This design comes from an exercise in tuning for small area and a short achievable clock period on the open sky130 flow, not from production work.
The RTL was checked by simulation tests, not by an equivalence proof against the original design.
Power is estimated from default activity; no workload was simulated.

try-garnet:
## mips_v2_top
module mips_v2_top (
   input  logic        CLK,
   input  logic        RST,
   input  logic        write,
   input  logic [31:0] INST,
   output logic        flag,
   output logic [31:0] out,
   output logic [31:0] ina,
   output logic [31:0] inb,
   output logic [31:0] ALUA,
   output logic [31:0] ALUB,
   output logic [4:0]  addr
);
   localparam int ADD = 0, SUB = 1, AND = 2, OR = 3, XOR = 4, NOR = 5, SLT = 6,
                  SLTU = 7, MOVZ = 8, SLL = 9, SRL = 10, SRA = 11, LUI = 12, FLG = 13;
   localparam int NOP = 14;
   logic [31:0] rf_q [1:31];
   logic [31:0] ina_q, inb_q, alub_q;
   logic [4:0]  addr_q;
   logic [4:0]  sha_q;            
   logic        sft_q;            
   logic        sub_q;            
   logic [NOP-1:0] op_q;          
   logic        pw_q;             
   logic [31:0] res;
   logic        pw;               
   logic [31:0] p, g, c;
   logic        cout;
   always_comb begin
      logic [31:0] b, gg, pp, gn, pn;
      b  = alub_q ^ {32{sub_q}};
      p  = ina_q ^ b;
      g  = ina_q & b;
      gg = g;
      pp = p;
      gg[0] = g[0] | (p[0] & sub_q);
      for (int d = 1; d < 32; d = d * 2) begin
         gn = gg;
         pn = pp;
         for (int i = d; i < 32; i++) begin
            gn[i] = gg[i] | (pp[i] & gg[i-d]);
            pn[i] = pp[i] & pp[i-d];
         end
         gg = gn;
         pp = pn;
      end
      c    = {gg[30:0], sub_q};
      cout = gg[31];
   end
   logic [31:0] shl, shr;
   always_comb begin
      logic [31:0] l, r;
      logic        f;
      f = op_q[SRA] & inb_q[31];
      l = inb_q;
      r = inb_q;
      for (int k = 0; k < 5; k++) begin
         if (sha_q[k]) begin
            l = l << (1 << k);
  ...
Size in the first run: roughly 4600 cells after synthesis, about 200 I/O pins.
==> flow/config.mk <==
export PLATFORM = sky130hd
export DESIGN_NAME = mips_v2_top
export DESIGN_NICKNAME = mips_v2_top
export VERILOG_FILES = /design/flow/design.v
export SDC_FILE = /design/flow/constraint.sdc
export NUM_CORES = 4
export LEC_CHECK = 0
export CAP_MARGIN = 20
export CORE_MARGIN = 2
export CORE_UTILIZATION = 50
export CTS_CLUSTER_DIAMETER = 60
export CTS_CLUSTER_SIZE = 24
export SLEW_MARGIN = 20
==> flow/constraint.sdc <==
create_clock -name core_clock -period 12.0 [get_ports {CLK}]
set_input_delay 2.4000 -clock core_clock [delete_from_list [all_inputs] [get_ports {CLK}]]
set_output_delay 2.4000 -clock core_clock [all_outputs]
set_load 0.01 [all_outputs]
standard.sh (not shown) runs the stock make flow with config.mk's settings and CLKGATE_MAP_FILE= SYNTH_SCRIPT=/design/flow/synth_recipe.tcl, a recipe that flattens the netlist after the stock synthesis.
==> flow/flow/run.sh <==
#!/bin/bash
# Own flow: the standard layout (standard.sh, unchanged synthesis), with
#  - port buffers of type buf_1 (the resizer sizes them up where timing needs it)
#    instead of the default delay-cell buffers,
#  - the resizer allowed to swap cells across footprints,
#  - timing repair aimed at 5.8 ns of setup slack up to clock tree synthesis, and at
#    6.2 ns in the global-route repair, which sees the routed wires.
# Each run's make output goes to its own log file in the work folder.
set -euo pipefail
COMMON=(MATCH_CELL_FOOTPRINT=0 "BUFFER_PORTS_ARGS=-buffer_cell sky130_fd_sc_hd__buf_1")
bash standard.sh "${COMMON[@]}" SETUP_SLACK_MARGIN=5.8 cts > flow_make_cts.log 2>&1
bash standard.sh "${COMMON[@]}" SETUP_SLACK_MARGIN=6.2 finish > flow_make_finish.log 2>&1
test -f out/final.def
try-garnet: flow completed, timing, DRC and antenna clean
What try-cedar does differently from try-garnet at the input level:
diff --git a/flow/flow/run.sh b/flow/flow/run.sh
--- a/flow/flow/run.sh
+++ b/flow/flow/run.sh
@@ -6,2 +6,2 @@
-#  - timing repair aimed at 5.8 ns of setup slack up to clock tree synthesis, and at
-#    6.2 ns in the global-route repair, which sees the routed wires.
+#  - timing repair aimed at 6.0 ns of setup slack up to clock tree synthesis, and at
+#    6.6 ns in the global-route repair, which sees the routed wires.
@@ -11,2 +11,2 @@
-bash standard.sh "${COMMON[@]}" SETUP_SLACK_MARGIN=5.8 cts > flow_make_cts.log 2>&1
-bash standard.sh "${COMMON[@]}" SETUP_SLACK_MARGIN=6.2 finish > flow_make_finish.log 2>&1
+bash standard.sh "${COMMON[@]}" SETUP_SLACK_MARGIN=6.0 cts > flow_make_cts.log 2>&1
+bash standard.sh "${COMMON[@]}" SETUP_SLACK_MARGIN=6.6 finish > flow_make_finish.log 2>&1
==> run summary <==
- try-cedar finished every stage and its layout cleared the timing, DRC and antenna checks.
- try-garnet finished every stage and its layout cleared the timing, DRC and antenna checks.
- Between try-garnet and try-cedar, the switching share of power does not differ in any meaningful way.
- Compared with try-garnet, in try-cedar count of inserted antenna diode cells dropped 4, sequential power barely changed.
- Summary — leakage power figure, try-cedar relative to try-garnet: higher, by about 1.7%.
Input changes introduced in try-violet (baseline for comparison: try-cedar):
diff --git a/flow/flow/run.sh b/flow/flow/run.sh
--- a/flow/flow/run.sh
+++ b/flow/flow/run.sh
@@ -6,2 +6,2 @@
-#  - timing repair aimed at 6.0 ns of setup slack up to clock tree synthesis, and at
-#    6.6 ns in the global-route repair, which sees the routed wires.
+#  - timing repair aimed at 5.8 ns of setup slack up to clock tree synthesis, and at
+#    6.4 ns in the global-route repair, which sees the routed wires.
@@ -11,2 +11,2 @@
-bash standard.sh "${COMMON[@]}" SETUP_SLACK_MARGIN=6.0 cts > flow_make_cts.log 2>&1
-bash standard.sh "${COMMON[@]}" SETUP_SLACK_MARGIN=6.6 finish > flow_make_finish.log 2>&1
+bash standard.sh "${COMMON[@]}" SETUP_SLACK_MARGIN=5.8 cts > flow_make_cts.log 2>&1
+bash standard.sh "${COMMON[@]}" SETUP_SLACK_MARGIN=6.4 finish > flow_make_finish.log 2>&1
[summary]
Compared with try-cedar, in try-violet post-layout minimum cycle time lost 0.33 ns; sequential cell area in the final layout neither gained nor lost much; sequential share of power neither gained nor lost much; count of antenna diodes in the layout picked up an extra 8; total number of vias neither gained nor lost much.
Area of the mapped netlist: try-violet vs try-cedar — no meaningful difference
try-violet reports its first element of the critical path as sha_q[1] while try-cedar reports ina_q[23].

static timing again, ports no longer ideal:
The results above use ideal ports. As a check the final layouts listed here were re-extracted and re-timed, cells and wires unchanged.
Step 1 (the two cells are an assumption about what drives the block):
set clk [get_ports {CLK}]
set_driving_cell -lib_cell sky130_fd_sc_hd__clkbuf_16 $clk
set_driving_cell -lib_cell sky130_fd_sc_hd__buf_2 [delete_from_list [all_inputs] $clk]
Step 2 adds t to the input delays and takes it off the output delays; t is the mean of the earliest and latest rising clock arrival at the registers after step 1. Input paths then give back, and output paths get back, about the clock's delay inside the block.
Three values: ideal ports, drivers, drivers and shift; two values: the first two.
run	shift t [ns]	setup slack, ns	cell pins on the clock port's net
try-garnet	0.795	5.535 / 5.463 / 5.321	1
try-cedar	0.790	5.295 / 5.223 / 5.599	1
try-violet	0.791	5.621 / 5.549 / 5.413	1
After both steps setup and hold are still met in every run listed. For try-garnet, which loses most, drivers alone change the setup slack by -0.072 ns; drivers and shift together by -0.214 ns.
